Background: an optimization exercise with open tools, aiming at small area and a short achievable clock period. Do not read the settings as production practice.
At most, simulation tests tie the RTL to the original design; equivalence was not proved.

==> module mul_div_unit, before the edit <==
module mul_div_unit #(
   parameter int MULT_CYCLES = 5,
   parameter int DIV_CYCLES  = 10
) (
   input  logic        clk,
   input  logic        reset,
   input  logic [2:0]  op,
   input  logic        start,
   input  logic [31:0] rs_data,
   input  logic [31:0] rt_data,
   output logic        busy,
   output logic        done,
   output logic [31:0] hi,
   output logic [31:0] lo
);
   localparam logic [2:0] OP_MULT  = 3'd1;
   localparam logic [2:0] OP_MULTU = 3'd2;
   localparam logic [2:0] OP_DIV   = 3'd3;
   localparam logic [2:0] OP_DIVU  = 3'd4;
   localparam logic [2:0] OP_MTHI  = 3'd5;
   localparam logic [2:0] OP_MTLO  = 3'd6;
   localparam int ROWS = 3;
   localparam int W    = 35;
   logic [3:0]  count;
   logic        isdiv;     
   logic        sg;        
   logic        sa;        
   logic        yp;        
   logic [31:0] x;         
   logic [31:0] b;         
   logic [32:0] a;         
   logic [1:0]  al;        
   logic is_muldiv;
   assign is_muldiv = start && (op >= OP_MULT) && (op <= OP_DIVU);
   assign busy      = is_muldiv || (count != 4'd0);
   wire idle   = (count == 4'd0);
   wire last   = (count == 4'd1);
   wire        op_div = op[2] | (op[1] & op[0]);
   wire        op_sg  = (op == OP_MULT) | (op == OP_DIV);
   wire        dv     = idle ? op_div : isdiv;
   wire        sge    = idle ? op_sg : sg;
   wire [31:0] xv     = idle ? rt_data : x;
   wire [31:0] bv     = idle ? rs_data : b;
   wire        ype    = ~idle & yp;
   wire        ainit  = op_div & op_sg & rs_data[31];
   wire [32:0] av     = idle ? {33{ainit}} : a;
   wire [34:0] rv     = idle ? {35{ainit}} : {a, al};    
   wire        x32    = sge & xv[31];
   wire [W:0]  xe     = {{(W-31){x32}}, xv, 1'b0};    
   wire        dlast  = isdiv & last;                  
   logic [W-1:0] bin [ROWS];
   logic [W-1:0] pp  [ROWS];
   logic [W-1:0] s   [ROWS];
   logic [W:0]   c   [ROWS];
   logic         one [ROWS];
   logic         two [ROWS];
   logic         neg [ROWS];
   logic         rsg [ROWS];    
   genvar r, i;
   generate
      for (r = 0; r < ROWS; r++) begin : g_row
         logic b1, b0, bm;
         if (r == 0) begin : g_r0
            assign b1  = bv[1];
            assign b0  = bv[0];
            assign bm  = ype;
            assign rsg[0] = rv[32];
            for (i = 0; i < W; i++) begin : g_bit
               if (i == 0)
                  assign bin[0][i] = dv ? bv[31] : av[0];
               else if (i < 33)
                  assign bin[0][i] = dv ? rv[i-1] : av[i];
               else
                  assign bin[0][i] = av[32];
            end
         end else begin : g_rn
            if (r == 1) begin : g_ext
               assign b1 = last ? (sg & bv[1]) : bv[3];
               assign b0 = last ? (sg & bv[1]) : bv[2];
            end else begin : g_noext
               assign b1 = bv[2*r+1];
               assign b0 = bv[2*r];
            end
            assign bm  = bv[2*r-1];
            assign rsg[r] = s[r-1][32];
            for (i = 0; i < W; i++) begin : g_bit
               if (i == 0)
                  assign bin[r][i] = dv ? bv[31-r] : s[r-1][2];
               else if (i < 33)
                  assign bin[r][i] = dv ? s[r-1][i-1] : s[r-1][i+2];
               else
                  assign bin[r][i] = s[r-1][W-1];
            end
         end
         wire fx  = (r == ROWS-1) ? dlast : 1'b0;
         wire sub = ~(rsg[r] ^ x32);
         assign one[r] = (dv & ~fx) | (~dv & (b0 ^ bm));
         assign two[r] = fx | (~dv & ((b1 & ~b0 & ~bm) | (~b1 & b0 & bm)));
         assign neg[r] = dv ? sub : b1;
         for (i = 0; i < W; i++) begin : g_fa
            assign pp[r][i] = ((xe[i+1] & one[r]) | (xe[i] & two[r])) ^ neg[r];
            assign s[r][i]  = bin[r][i] ^ pp[r][i] ^ c[r][i];
            assign c[r][i+1] = (bin[r][i] & pp[r][i]) | (bin[r][i] & c[r][i]) |
                               (pp[r][i] & c[r][i]);
         end
         assign c[r][0] = neg[r];
      end
   endgenerate
   logic [ROWS-1:0] qb;
   always_comb for (int k = 0; k < ROWS; k++) qb[ROWS-1-k] = ~(rsg[k] ^ x32);
   wire [32:0] rm    = s[1][32:0];      
   wire [31:0] t     = s[2][32:1];      
   wire        sub2  = qb[0];
   wire        use_t = (t == 32'd0) || ((rm[31:0] != 32'd0) && (rm[32] != sa));
   wire        dz    = (x == 32'd0);
   wire [31:0] qp    = {b[29:0], qb[2], qb[1]};
   logic [31:0] ones;      
   always_comb begin
      ones[0] = 1'b0;
      ones[1] = 1'b1;
      for (int k = 2; k < 32; k++) ones[k] = ones[k-1] & qp[k-2];
   end
   wire         inc   = use_t & sub2;
   wire  [31:0] q_out = {qp[30:0] ^ ({31{inc}} & ones[31:1]), ~use_t};
   wire ld_hi  = ~reset & idle & start & (op == OP_MTHI);
   wire ld_lo  = ~reset & idle & start & (op == OP_MTLO);
   wire fin    = ~reset & last;
   wire fin_m  = fin & ~isdiv;
   wire fin_d  = fin & isdiv & ~dz;
   wire hi_s2  = fin_d & use_t;
   wire hi_s1  = fin_m | (fin_d & ~use_t);
   wire hold_h = ~reset & ~ld_hi & ~fin_m & ~fin_d;
   wire hold_l = ~reset & ~ld_lo & ~fin_m & ~fin_d;
   wire [31:0] lo_m = {s[0][1:0], b[31:2]};
   always_ff @(posedge clk) begin
      hi <= ({32{ld_hi}} & rs_data) | ({32{hi_s1}} & s[1][31:0]) |
            ({32{hi_s2}} & t[31:0]) | ({32{hold_h}} & hi);
      lo <= ({32{ld_lo}} & rs_data) | ({32{fin_m}} & lo_m) |
            ({32{fin_d}} & q_out) | ({32{hold_l}} & lo);
      if (reset) begin
         count <= 4'd0;
         done  <= 1'b0;
      end else begin
         done <= last;
         if (!idle)
            count <= count - 4'd1;
         else if (is_muldiv)
            count <= op_div ? 4'(DIV_CYCLES) : 4'(MULT_CYCLES);
      end
   end
   always_ff @(posedge clk) begin
      x  <= xv;
      yp <= bv[5];
      a  <= s[2][W-1:2];
      al <= s[2][1:0];
      b <= ({32{idle & op_div}}   & {rs_data[28:0], qb}) |
           ({32{~idle & isdiv}}   & {b[28:0], qb}) |
           ({32{idle & ~op_div}}  & {s[2][1:0], s[1][1:0], s[0][1:0], rs_data[31:6]}) |
           ({32{~idle & ~isdiv}}  & {s[2][1:0], s[1][1:0], s[0][1:0], b[31:6]});
      isdiv <= dv;
      sg    <= sge;
      if (idle)
         sa <= (op == OP_DIV) & rs_data[31];
   end
endmodule
==> flow/config.mk <==
export PLATFORM = sky130hd
export DESIGN_NAME = mul_div_unit
export DESIGN_NICKNAME = mul_div_unit
export VERILOG_FILES = /design/flow/design.v
export SDC_FILE = /design/flow/constraint.sdc
export NUM_CORES = 4
export LEC_CHECK = 0
export CAP_MARGIN = 0
export CORE_MARGIN = 2
export CORE_UTILIZATION = 35
export CTS_BUF_LIST = sky130_fd_sc_hd__clkbuf_8
export CTS_CLUSTER_SIZE = 10
export PLACE_DENSITY = 0.6
export SLEW_MARGIN = 0
==> flow/constraint.sdc <==
create_clock -name core_clock -period 260.0 [get_ports {clk}]
set_input_delay 52.0000 -clock core_clock [delete_from_list [all_inputs] [get_ports {clk}]]
set_output_delay 52.0000 -clock core_clock [all_outputs]
set_load 0.01 [all_outputs]
standard.sh (not shown) runs the stock make flow with config.mk's settings and CLKGATE_MAP_FILE= SYNTH_SCRIPT=/design/flow/synth_recipe.tcl, a recipe that flattens the netlist after the stock synthesis.
==> flow/flow/run.sh <==
#!/bin/bash
# The standard layout (standard.sh), with two changes:
#  * synthesis maps the logic with an area-oriented ABC script (flow/abc_area.script)
#    instead of ORFS's speed script; everything else in the synthesis is the standard flow's own
#    synth_recipe.tcl, so the registers and their names are the standard synthesis's;
#  * the port buffers are the smallest plain buffer (sky130_fd_sc_hd__buf_1).
# Output of the whole run goes to standard.log; ORFS keeps each step's log in orfs/logs.
set -eo pipefail
here=$(pwd)
export BUFFER_PORTS_ARGS="-buffer_cell sky130_fd_sc_hd__buf_1"
export MY_ABC_SCRIPT="$here/flow/abc_area.script"
{
  echo 'proc abc {args} { set i [lsearch -exact $args -script]; if {$i >= 0} { lset args [expr {$i + 1}] $::env(MY_ABC_SCRIPT) }; yosys abc {*}$args }'
  cat synth_recipe.tcl
} > flow_synth.tcl
sed "s#SYNTH_SCRIPT=[^ ]*#SYNTH_SCRIPT=$here/flow_synth.tcl#" standard.sh > flow_standard.sh
bash flow_standard.sh > standard.log 2>&1
==> flow/flow/abc_area.script <==
strash
ifraig
dc2
dc2
dch -f
amap -m -F 5 -A 10
topo
The starting point produced a clean layout.
Then changed:
--- a/flow/design.v
+++ b/flow/design.v
@@ -114,14 +114,17 @@
    wire        use_t = (t == 32'd0) || ((rm[31:0] != 32'd0) && (rm[32] != sa));
    wire        dz    = (x == 32'd0);
    wire [31:0] qp    = {b[29:0], qb[2], qb[1]};
-   logic [31:0] ones;      
+   logic [30:0] qinc;
+   logic [31:0] hc;
    always_comb begin
-      ones[0] = 1'b0;
-      ones[1] = 1'b1;
-      for (int k = 2; k < 32; k++) ones[k] = ones[k-1] & qp[k-2];
+      hc[0] = 1'b1;
+      for (int k = 0; k < 31; k++) begin
+         qinc[k]  = qp[k] ^ hc[k];
+         hc[k+1]  = qp[k] & hc[k];
+      end
    end
    wire         inc   = use_t & sub2;
-   wire  [31:0] q_out = {qp[30:0] ^ ({31{inc}} & ones[31:1]), ~use_t};
+   wire  [31:0] q_out = {inc ? qinc : qp[30:0], ~use_t};
    wire ld_hi  = ~reset & idle & start & (op == OP_MTHI);
    wire ld_lo  = ~reset & idle & start & (op == OP_MTLO);
    wire fin    = ~reset & last;
What happened: Final cell count climbs slightly. Die area went up by a few percent. Setup slack is better by 1.7 ns. Area after synthesis climbs by a few percent. Fmax came out higher slightly. Global-route usage goes up by 0.19 points. Routed wire length climbs slightly.
Function not checked in the second run of this note: the RTL went through the layout flow alone.

========
The RTL this note starts from:
==> flow/design.v <==
module mul_div_unit #(
   parameter int MULT_CYCLES = 5,
   parameter int DIV_CYCLES  = 10
) (
   input  logic        clk,
   input  logic        reset,
   input  logic [2:0]  op,
   input  logic        start,
   input  logic [31:0] rs_data,
   input  logic [31:0] rt_data,
   output logic        busy,
   output logic        done,
   output logic [31:0] hi,
   output logic [31:0] lo
);
   localparam logic [2:0] OP_MULT  = 3'd1;
   localparam logic [2:0] OP_MULTU = 3'd2;
   localparam logic [2:0] OP_DIV   = 3'd3;
   localparam logic [2:0] OP_DIVU  = 3'd4;
   localparam logic [2:0] OP_MTHI  = 3'd5;
   localparam logic [2:0] OP_MTLO  = 3'd6;
   localparam int ROWS = 3;
   localparam int W    = 35;
   logic [3:0]  count;
   logic        isdiv;     
   logic        sg;        
   logic        sa;        
   logic        yp;        
   logic [31:0] x;         
   logic [31:0] b;         
   logic [32:0] a;         
   logic [1:0]  al;        
   logic is_muldiv;
   assign is_muldiv = start && (op >= OP_MULT) && (op <= OP_DIVU);
   assign busy      = is_muldiv || (count != 4'd0);
   wire idle   = (count == 4'd0);
   wire launch = idle && is_muldiv;
   wire last   = (count == 4'd1);
   wire        op_div = op[2] | (op[1] & op[0]);
   wire        op_sg  = (op == OP_MULT) | (op == OP_DIV);
   wire        dv     = idle ? op_div : isdiv;
   wire        sge    = idle ? op_sg : sg;
   wire [31:0] xv     = idle ? rt_data : x;
   wire [31:0] bv     = idle ? rs_data : b;
   wire        ype    = ~idle & yp;
   wire        ainit  = op_div & op_sg & rs_data[31];
   wire [32:0] av     = idle ? {33{ainit}} : a;
   wire [34:0] rv     = idle ? {35{ainit}} : {a, al};    
   wire        x32    = sge & xv[31];
   wire [W:0]  xe     = {{(W-31){x32}}, xv, 1'b0};    
   wire        dlast  = isdiv & last;                  
   logic [W-1:0] bin [ROWS];
   logic [W-1:0] pp  [ROWS];
   logic [W-1:0] s   [ROWS];
   logic [W:0]   c   [ROWS];
   logic         one [ROWS];
   logic         two [ROWS];
   logic         neg [ROWS];
   logic         rsg [ROWS];    
   genvar r, i;
   generate
      for (r = 0; r < ROWS; r++) begin : g_row
         logic b1, b0, bm;
         if (r == 0) begin : g_r0
            assign b1  = bv[1];
            assign b0  = bv[0];
            assign bm  = ype;
            assign rsg[0] = rv[32];
            for (i = 0; i < W; i++) begin : g_bit
               if (i == 0)
                  assign bin[0][i] = dv ? bv[31] : av[0];
               else if (i < 33)
                  assign bin[0][i] = dv ? rv[i-1] : av[i];
               else
                  assign bin[0][i] = av[32];
            end
         end else begin : g_rn
            if (r == 1) begin : g_ext
               assign b1 = last ? (sg & bv[1]) : bv[3];
               assign b0 = last ? (sg & bv[1]) : bv[2];
            end else begin : g_noext
               assign b1 = bv[2*r+1];
               assign b0 = bv[2*r];
            end
            assign bm  = bv[2*r-1];
            assign rsg[r] = s[r-1][32];
            for (i = 0; i < W; i++) begin : g_bit
               if (i == 0)
                  assign bin[r][i] = dv ? bv[31-r] : s[r-1][2];
               else if (i < 33)
                  assign bin[r][i] = dv ? s[r-1][i-1] : s[r-1][i+2];
               else
                  assign bin[r][i] = s[r-1][W-1];
            end
         end
         wire fx  = (r == ROWS-1) ? dlast : 1'b0;
         wire sub = ~(rsg[r] ^ x32);
         assign one[r] = (dv & ~fx) | (~dv & (b0 ^ bm));
         assign two[r] = fx | (~dv & ((b1 & ~b0 & ~bm) | (~b1 & b0 & bm)));
         assign neg[r] = dv ? sub : b1;
         for (i = 0; i < W; i++) begin : g_fa
            assign pp[r][i] = ((xe[i+1] & one[r]) | (xe[i] & two[r])) ^ neg[r];
            assign s[r][i]  = bin[r][i] ^ pp[r][i] ^ c[r][i];
            assign c[r][i+1] = (bin[r][i] & pp[r][i]) | (bin[r][i] & c[r][i]) |
                               (pp[r][i] & c[r][i]);
         end
         assign c[r][0] = neg[r];
      end
   endgenerate
   logic [ROWS-1:0] qb;
   always_comb for (int k = 0; k < ROWS; k++) qb[ROWS-1-k] = ~(rsg[k] ^ x32);
   wire [32:0] rm    = s[1][32:0];      
   wire [31:0] t     = s[2][32:1];      
   wire        sub2  = qb[0];
   wire        use_t = (t == 32'd0) || ((rm[31:0] != 32'd0) && (rm[32] != sa));
   wire        dz    = (x == 32'd0);
   wire [31:0] qp    = {b[29:0], qb[2], qb[1]};
   logic [31:0] ones;      
   always_comb begin
      ones[0] = 1'b0;
      ones[1] = 1'b1;
      for (int k = 2; k < 32; k++) ones[k] = ones[k-1] & qp[k-2];
   end
   wire         inc   = use_t & sub2;
   wire  [31:0] q_out = {qp[30:0] ^ ({31{inc}} & ones[31:1]), ~use_t};
   wire ld_hi  = ~reset & idle & start & (op == OP_MTHI);
   wire ld_lo  = ~reset & idle & start & (op == OP_MTLO);
   wire fin    = ~reset & last;
   wire fin_m  = fin & ~isdiv;
   wire fin_d  = fin & isdiv & ~dz;
   wire hi_s2  = fin_d & use_t;
   wire hi_s1  = fin_m | (fin_d & ~use_t);
   wire hold_h = ~reset & ~ld_hi & ~fin_m & ~fin_d;
   wire hold_l = ~reset & ~ld_lo & ~fin_m & ~fin_d;
   wire [31:0] lo_m = {s[0][1:0], b[31:2]};
   always_ff @(posedge clk) begin
      hi <= ({32{ld_hi}} & rs_data) | ({32{hi_s1}} & s[1][31:0]) |
            ({32{hi_s2}} & t[31:0]) | ({32{hold_h}} & hi);
      lo <= ({32{ld_lo}} & rs_data) | ({32{fin_m}} & lo_m) |
            ({32{fin_d}} & q_out) | ({32{hold_l}} & lo);
      if (reset) begin
         count <= 4'd0;
         done  <= 1'b0;
      end else begin
         done <= last;
         if (!idle)
            count <= count - 4'd1;
         else if (is_muldiv)
            count <= op_div ? 4'(DIV_CYCLES) : 4'(MULT_CYCLES);
      end
   end
   always_ff @(posedge clk) begin
      x  <= xv;
      yp <= bv[5];
      a  <= s[2][W-1:2];
      al <= s[2][1:0];
      b <= ({32{idle & op_div}}   & {rs_data[28:0], qb}) |
           ({32{~idle & isdiv}}   & {b[28:0], qb}) |
           ({32{idle & ~op_div}}  & {s[2][1:0], s[1][1:0], s[0][1:0], rs_data[31:6]}) |
           ({32{~idle & ~isdiv}}  & {s[2][1:0], s[1][1:0], s[0][1:0], b[31:6]});
      isdiv <= dv;
      sg    <= sge;
      if (idle)
         sa <= (op == OP_DIV) & rs_data[31];
   end
endmodule
Settings: LEC_CHECK=0, CAP_MARGIN=0, CORE_MARGIN=2, CORE_UTILIZATION=45, CTS_BUF_LIST=sky130_fd_sc_hd__clkbuf_8, CTS_CLUSTER_SIZE=10, PLACE_DENSITY=0.6, SLEW_MARGIN=0; clock period 260.0 ns.
==> flow/flow/abc_area.script <==
strash
dch -f
amap -F 5 -A 10
topo
Scripts as last shown in full above: flow/flow/run.sh
Next try:
--- a/flow/design.v
+++ b/flow/design.v
@@ -33,9 +33,8 @@
    logic is_muldiv;
    assign is_muldiv = start && (op >= OP_MULT) && (op <= OP_DIVU);
    assign busy      = is_muldiv || (count != 4'd0);
    wire idle   = (count == 4'd0);
-   wire launch = idle && is_muldiv;
    wire last   = (count == 4'd1);
    wire        op_div = op[2] | (op[1] & op[0]);
    wire        op_sg  = (op == OP_MULT) | (op == OP_DIV);
    wire        dv     = idle ? op_div : isdiv;
The changed run completed with no timing, DRC or antenna violations.
Design area is unchanged.
Final cell count does not change.
Die area does not change.
Synthesized cell count is unchanged.
Count of clock-buffer cells in the layout is unchanged.
Worst hold slack is unchanged.
Setup slack does not change.
Synthesized area is unchanged.
Only the layout flow was run in the first run of this note; the RTL was not checked for function there.

## afterwards: timing with drivers on the ports
The flow's constraints put no driver on any port. The routed layouts listed below were extracted and timed again, unchanged, in two steps. Step 1: set_driving_cell puts a clkbuf_16 on clk and a buf_2 on each other input, an assumption about the parent block. Step 2 times the ports against the registers' clock, not the clock port: input delays grow and output delays shrink by t, the midpoint of the rising clock arrivals with the driver on. Slacks: ideal ports / drivers / drivers and shift; pairs: ideal ports / drivers.
| run | shift t [ns] | slack for setup (ns) | hold WS [ns] | worst slew at a driven data input, ns | cell pins on the clock port's net |
|---|---|---|---|---|---|
| the first run of note 1 | 0.544 | 153.434 / 153.436 / 152.892 | 0.478 / 0.478 / 0.478 | 0.04 | 1 |
| the second run of note 1 | 0.536 | 155.126 / 155.095 / 154.961 | 0.503 / 0.503 / 0.503 | 0.04 | 1 |
| the first run of note 2 | 0.530 | 155.074 / 155.052 / 154.665 | 0.460 / 0.460 / 0.460 | 0.04 | 1 |
| the second run of note 2 | 0.530 | 155.074 / 155.052 / 154.665 | 0.460 / 0.460 / 0.460 | 0.04 | 1 |
After both steps setup and hold are still met in every run listed. For the first run of note 1, which loses most, drivers alone change the setup slack by +0.002 ns; drivers and shift together by -0.542 ns.
